Source: an optimization exercise on an open RTL-to-GDS flow (aim: small area, a short achievable clock period and few clock cycles per item). Production flows keep margins and buffers that such runs may drop. Only simulation tests tie the RTL to the original design; equivalence was not proved. Power figures rest on the tool's default switching activity, not on a simulated workload.

run 1:
// multiplierTop
module multiplierTop (
	input logic clk,
	input logic reset,
	input logic inValid,
	output logic inReady,
	input logic [35:0] inOperands,
	output logic outValid,
	input logic outReady,
	output logic [35:0] outProduct
);
For scale: ~1400 cells after synthesis, ~360 flip-flops, ~78 I/O pins, about 19000 µm² of cells after synthesis.
clock: 5.0 ns
lec_check: 0
cap_margin: 20
core_margin: 2
core_utilization: 40
cts_cluster_diameter: 60
cts_cluster_size: 25
setup_slack_margin: 2.8
slew_margin: 20
tns_end_percent: 0
run.sh (not shown) runs the stock make flow with config.mk's settings and CLKGATE_MAP_FILE= SYNTH_SCRIPT=/design/flow/synth_recipe.tcl, a recipe that flattens the netlist after the stock synthesis.
Testbench counts of run 1, summed over its fixed seeds: cycles 32,048, items 32,000.
The inputs of run 2 differ from those of run 1 as listed below.
-- flow/config.mk --
<<< run 1, line 10
export CORE_UTILIZATION = 40
export CTS_CLUSTER_DIAMETER = 60
export CTS_CLUSTER_SIZE = 25
export SETUP_SLACK_MARGIN = 2.8
export SLEW_MARGIN = 20
export TNS_END_PERCENT = 0
>>> run 2, line 10
export CORE_UTILIZATION = 40
export SETUP_SLACK_MARGIN = 3.0
export SLEW_MARGIN = 20
==> summary.txt <==
- Diff run 2 and run 1: share of the clock period used by the worst path higher in run 2
- Run 2 vs run 1, launch point of the critical path: mulCore_inst.r0_31$_DFFE_PN_ vs mulCore_inst.r0_37$_DFFE_PN_
- Changes observed in run 2 relative to run 1: post-layout worst setup margin -0.034 ns, cell area +8.5%.
- No stage failed in run 2, and the final checks on the layout all came back clean.
What run 3 does differently from run 2 at the input level:
-- flow/config.mk --
<<< run 2, line 10
export CORE_UTILIZATION = 40
export SETUP_SLACK_MARGIN = 3.0
export SLEW_MARGIN = 20
>>> run 3, line 10
export CORE_UTILIZATION = 40
export SETUP_SLACK_MARGIN = 3.2
export SLEW_MARGIN = 20
export TNS_END_PERCENT = 0
==> comparison <==
Every stage of the flow completed for run 3, and the final layout passed the timing, design-rule and antenna checks. Max met3 usage across run 2 and run 3: run 3. Looking at run 2 and run 3, the weighted congestion at the end of routability-driven global placement is a wash. Cmp run 2 and run 3 / wire length / lower: run 3. Relative contribution of sequential cells to total power: run 3 > run 2. Fmax (higher): run 3. Looking at clock group share of total power, run 3 sits 1.0 points above run 2. Run 3: core utilization is 3.8 points lower than what run 2 reported.
Here is what was changed in the inputs of run 4 compared with run 3.
-- flow/config.mk --
<<< run 3, line 10
export CORE_UTILIZATION = 40
export SETUP_SLACK_MARGIN = 3.2
export SLEW_MARGIN = 20
>>> run 4, line 10
export CORE_UTILIZATION = 40
export CTS_CLUSTER_DIAMETER = 70
export CTS_CLUSTER_SIZE = 30
export GPL_ROUTABILITY_DRIVEN = 0
export SETUP_SLACK_MARGIN = 2.8
export SLEW_MARGIN = 20
### Flow results
- Having completed the whole flow, run 4 delivered a layout that passed the timing, design-rule and antenna checks.
- Of run 3 and run 4, the lower global routing usage on met1 belongs to run 4.
- When the final numbers for run 3 and run 4 were put side by side, the global-route wire length before repair turned out to be greater in run 3.
- Of run 3 and run 4, the lower final-layout fill cell count belongs to run 3.
- [run 4 vs run 3] met2 track demand over resource: lower in run 4
- A standard cell with the maximum stage delay on the critical path of ha_1 is what run 4 shows, while fa_1 belongs to run 3.
- Compared with run 3, run 4 shows a lower clock share of power.
Setup changes, run 4 to run 5
-- flow/config.mk --
<<< run 4, line 10
export CORE_UTILIZATION = 40
export CTS_CLUSTER_DIAMETER = 70
export CTS_CLUSTER_SIZE = 30
export GPL_ROUTABILITY_DRIVEN = 0
export SETUP_SLACK_MARGIN = 2.8
export SLEW_MARGIN = 20
export TNS_END_PERCENT = 0
>>> run 5, line 10
export CORE_UTILIZATION = 40
export SETUP_SLACK_MARGIN = 2.8
export SLEW_MARGIN = 20
export TNS_END_PERCENT = 10
==> comparison <==
Between run 4 and run 5, the flow reports first-pass GRT wire length increasing slightly.
Relative to run 4, the all-layer global routing usage of run 5 is higher by 0.47 points.
Summary — net switching fraction of the power, run 5 relative to run 4: lower, by 2.0 points.
NOTE power density over the cells run 4->run 5 increased by a few percent
Area of the multi-input gates was higher in the run labelled run 5.
Run 5 completed; timing, DRC and antenna clean
Compared to run 4, the router laid down more metal wire for run 5.
From run 4 to run 5 the numbers moved as follows: detailed-router iteration count before antenna repair stayed essentially flat, length of routed met3 wiring rose by 1.2%.
The non-clock buffer count of run 5 exceeds that of run 4 by about 9%.
The sum of net half-perimeters after detailed placement on run 4 is in line with that on run 5.
Comparing run 4 and run 5, post-layout total power is lower on run 4.

---

multiplierTop again, from the RTL that the note above started with.
## multiplierTop
module multiplierTop (
	input logic clk,
	input logic reset,
	input logic inValid,
	output logic inReady,
	input logic [35:0] inOperands,
	output logic outValid,
	input logic outReady,
	output logic [35:0] outProduct
);
==> flow/config.mk <==
export PLATFORM = sky130hd
export DESIGN_NAME = multiplierTop
export DESIGN_NICKNAME = multiplierTop
export VERILOG_FILES = /design/flow/design.v
export SDC_FILE = /design/flow/constraint.sdc
export NUM_CORES = 4
export LEC_CHECK = 0
export CAP_MARGIN = 20
export CORE_MARGIN = 2
export CORE_UTILIZATION = 40
export CTS_CLUSTER_DIAMETER = 70
export CTS_CLUSTER_SIZE = 30
export SETUP_SLACK_MARGIN = 2.8
export SLEW_MARGIN = 20
export TNS_END_PERCENT = 0
==> flow/constraint.sdc <==
create_clock -name core_clock -period 5.0 [get_ports {clk}]
set_input_delay 1.0000 -clock core_clock [delete_from_list [all_inputs] [get_ports {clk}]]
set_output_delay 1.0000 -clock core_clock [all_outputs]
set_load 0.01 [all_outputs]
Testbench counts at the start, summed over its fixed seeds: cycles 32,048, items 32,000.
Change:
--- a/flow/config.mk
+++ b/flow/config.mk
@@ -10,4 +10,2 @@
 export CORE_UTILIZATION = 40
-export CTS_CLUSTER_DIAMETER = 70
-export CTS_CLUSTER_SIZE = 30
 export SETUP_SLACK_MARGIN = 2.8
What happened:
- The new run finished with timing, DRC and antenna clean
- cell area rises by 1.2%
- cell count rises by 1.2%
- synthesized cell count is unchanged
- count of clock-buffer cells in the layout rises by 25
- sequential power barely changes
- routed wire length rises by 2.2%
- total power rises by 3.5%
- synthesized area stays the same
- register-to-register slack gets better by 20 ps
Change:
--- a/flow/config.mk
+++ b/flow/config.mk
@@ -7,7 +7,9 @@
 export LEC_CHECK = 0
-export CAP_MARGIN = 20
+export CAP_MARGIN = 0
 export CORE_MARGIN = 2
 export CORE_UTILIZATION = 40
+export CTS_CLUSTER_DIAMETER = 70
+export CTS_CLUSTER_SIZE = 30
 export SETUP_SLACK_MARGIN = 2.8
-export SLEW_MARGIN = 20
+export SLEW_MARGIN = 0
 export TNS_END_PERCENT = 0
What happened: Cell area is lower by 1.2%; utilization is lower by 0.57 points; fmax is lower by about 0.65%; area after synthesis stays the same; non-clock buffer count is lower by 5; setup slack gets worse by 15 ps; die area stays the same; hold slack gets better by 4.6 ps.
Change:
--- a/flow/config.mk
+++ b/flow/config.mk
@@ -7,9 +7,8 @@
 export LEC_CHECK = 0
-export CAP_MARGIN = 0
+export ABC_AREA = 1
+export CAP_MARGIN = 20
 export CORE_MARGIN = 2
 export CORE_UTILIZATION = 40
-export CTS_CLUSTER_DIAMETER = 70
-export CTS_CLUSTER_SIZE = 30
 export SETUP_SLACK_MARGIN = 2.8
-export SLEW_MARGIN = 0
+export SLEW_MARGIN = 20
 export TNS_END_PERCENT = 0
Non-clock buffer count decreases by 117.
Critical path depth falls by 1.
Power rises by about 7%.
Cell area falls by 1.5%.
Cell count goes up by 12%.
Die area rose by about 3.6%.
Change:
--- a/flow/config.mk
+++ b/flow/config.mk
@@ -7,8 +7,8 @@
 export LEC_CHECK = 0
-export ABC_AREA = 1
 export CAP_MARGIN = 20
 export CORE_MARGIN = 2
-export CORE_UTILIZATION = 40
+export CORE_UTILIZATION = 55
+export PLACE_DENSITY = 0.7
 export SETUP_SLACK_MARGIN = 2.8
 export SLEW_MARGIN = 20
-export TNS_END_PERCENT = 0
+export TNS_END_PERCENT = 10
Outcome: Combinational power went up by about 2%. Register-to-register slack improved by 60 ps. Routed wire length came out lower by 12%. Non-clock buffer count rose by 115.
Change:
--- a/flow/config.mk
+++ b/flow/config.mk
@@ -9,6 +9,4 @@
 export CORE_MARGIN = 2
-export CORE_UTILIZATION = 55
-export PLACE_DENSITY = 0.7
+export CORE_UTILIZATION = 40
 export SETUP_SLACK_MARGIN = 2.8
 export SLEW_MARGIN = 20
-export TNS_END_PERCENT = 10
After rerunning: Routed wire length goes up by 7.4%; utilization falls by 16 points; final cell count grows by 10%; cell area grows by 5.8%; count of clock-buffer cells in the layout went up by 14; die area rose by 37%; sequential cell count stays the same; first-iteration DRC count fell by 50%.

---

Another version of the RTL of multiplierTop (not shown whole).
Size: about 78 I/O pins, about 0.019 mm^2 of cells after synthesis.
==> flow/config.mk <==
export PLATFORM = sky130hd
export DESIGN_NAME = multiplierTop
export DESIGN_NICKNAME = multiplierTop
export VERILOG_FILES = /design/flow/design.v
export SDC_FILE = /design/flow/constraint.sdc
export NUM_CORES = 4
export LEC_CHECK = 0
export CAP_MARGIN = 20
export CORE_MARGIN = 2
export CORE_UTILIZATION = 40
export CTS_CLUSTER_DIAMETER = 70
export CTS_CLUSTER_SIZE = 30
export SETUP_SLACK_MARGIN = 2.8
export SLEW_MARGIN = 20
export TNS_END_PERCENT = 5
==> flow/constraint.sdc <==
create_clock -name core_clock -period 5.0 [get_ports {clk}]
set_input_delay 1.0000 -clock core_clock [delete_from_list [all_inputs] [get_ports {clk}]]
set_output_delay 1.0000 -clock core_clock [all_outputs]
set_load 0.01 [all_outputs]
Testbench counts at the start, summed over its fixed seeds: cycles 32,048, items 32,000.
Rerun with:
--- a/flow/config.mk
+++ b/flow/config.mk
@@ -14,2 +14,2 @@
 export SLEW_MARGIN = 20
-export TNS_END_PERCENT = 5
+export TNS_END_PERCENT = 20
Worst setup slack improves by 0.013 ns.
Cell count is unchanged.
Via count climbs slightly.
Wire length barely changes.
Clock power is about the same.
Fmax went up slightly.
Power decreases slightly.

---

multiplierTop again, from the RTL that the note above started with.
Settings: LEC_CHECK=0, CAP_MARGIN=20, CORE_MARGIN=2, CORE_UTILIZATION=40, CTS_CLUSTER_DIAMETER=70, CTS_CLUSTER_SIZE=30, SETUP_SLACK_MARGIN=2.75, SLEW_MARGIN=20; clock period 5.0 ns.
The first run completed with no timing, DRC or antenna violations.
Testbench counts at the start, summed over its fixed seeds: cycles 32,048, items 32,000.
Then changed:
- SETUP_SLACK_MARGIN: 2.75 -> 2.8
- TNS_END_PERCENT: unset -> 50
After rerunning: The new run finished clean; critical path depth grows by 1; routed wire length is about the same; worst hold slack improved by 4.9 ps; design area grows slightly; non-clock buffer count grows by 21; sequential cell count stays the same; utilization grows by 0.82 points; global-route usage grows by 0.21 points; area after synthesis is unchanged; setup slack got worse by 48 ps.

---

willow:
Starting RTL as in the previous note.
==> flow/config.mk <==
export PLATFORM = sky130hd
export DESIGN_NAME = multiplierTop
export DESIGN_NICKNAME = multiplierTop
export VERILOG_FILES = /design/flow/design.v
export SDC_FILE = /design/flow/constraint.sdc
export NUM_CORES = 4
export LEC_CHECK = 0
export CAP_MARGIN = 20
export CORE_MARGIN = 2
export CORE_UTILIZATION = 40
export CTS_CLUSTER_DIAMETER = 70
export CTS_CLUSTER_SIZE = 30
export SETUP_SLACK_MARGIN = 2.7
export SLEW_MARGIN = 20
==> flow/constraint.sdc <==
create_clock -name core_clock -period 5.0 [get_ports {clk}]
set_input_delay 1.0000 -clock core_clock [delete_from_list [all_inputs] [get_ports {clk}]]
set_output_delay 1.0000 -clock core_clock [all_outputs]
set_load 0.01 [all_outputs]
Testbench counts of willow, summed over its fixed seeds: cycles 32,048, items 32,000.
Edits applied to the flow inputs when going from willow to violet:
Settings: SETUP_SLACK_MARGIN changed from 2.7 to 2.8; TNS_END_PERCENT newly set to 0.
Findings:
violet completed end to end with timing, DRC and antenna clean.
willow → violet: highest clock frequency the design can meet now smaller; cell depth of the worst flop-to-flop path now smaller.
The count of clock buffers in the final design number comes out lower for violet vs willow.
violet reports a lower portion of total power attributed to combinational logic than willow does.
Going from willow to violet, the period utilization was found to have gone up by 4.0 points.
On violet: number of buffers and inverters on the critical path is 2 lower than what willow gave.
Combined global-route utilization of all metal layers | violet below willow
Delta (violet minus willow): routed wire length now smaller, average wire per standard cell now sits lower.

[separate check: timing with driven ports]
The flow's constraints put no driver on any port. The routed layouts listed below were extracted and timed again, unchanged, in two steps. Step 1: set_driving_cell puts a clkbuf_16 on clk and a buf_2 on each other input, an assumption about the parent block. Step 2 also shifts input and output timing later by t, the mid clock arrival at the registers, as if the neighbouring blocks saw the same clock. Slacks: no drivers / after step 1 / after step 2; pairs: no drivers / after step 1.
run	shift t [ns]	setup WS [ns]	latest minus earliest clock arrival (ns)	pins driven straight from the clock port
run 1	0.620	2.674 / 2.674 / 2.122	0.018 / 0.018	1
run 2	0.613	2.641 / 2.641 / 2.469	0.023 / 0.023	1
run 3	0.589	2.668 / 2.668 / 2.154	0.023 / 0.023	1
run 4	0.613	2.662 / 2.662 / 2.100	0.016 / 0.017	1
run 5	0.603	2.659 / 2.659 / 2.139	0.019 / 0.019	1
the first run of note 2	0.613	2.662 / 2.662 / 2.100	0.016 / 0.017	1
the second run of note 2	0.590	2.677 / 2.648 / 2.148	0.022 / 0.022	1
the third run of note 2	0.613	2.662 / 2.662 / 2.100	0.016 / 0.017	1
the fourth run of note 2	0.623	2.546 / 2.530 / 1.999	0.017 / 0.017	1
the fifth run of note 2	0.581	2.607 / 2.568 / 2.094	0.017 / 0.017	1
the sixth run of note 2	0.603	2.660 / 2.660 / 2.506	0.016 / 0.017	1
the first run of note 3	0.611	2.569 / 2.535 / 2.569	0.026 / 0.026	1
the second run of note 3	0.619	2.582 / 2.528 / 2.588	0.025 / 0.025	1
the first run of note 4	0.613	2.729 / 2.729 / 2.483	0.029 / 0.029	1
the second run of note 4	0.605	2.681 / 2.681 / 2.590	0.028 / 0.029	1
willow	0.618	2.742 / 2.719 / 2.510	0.030 / 0.030	1
violet	0.620	2.544 / 2.525 / 2.544	0.020 / 0.020	1
After both steps every run listed still meets setup and hold.
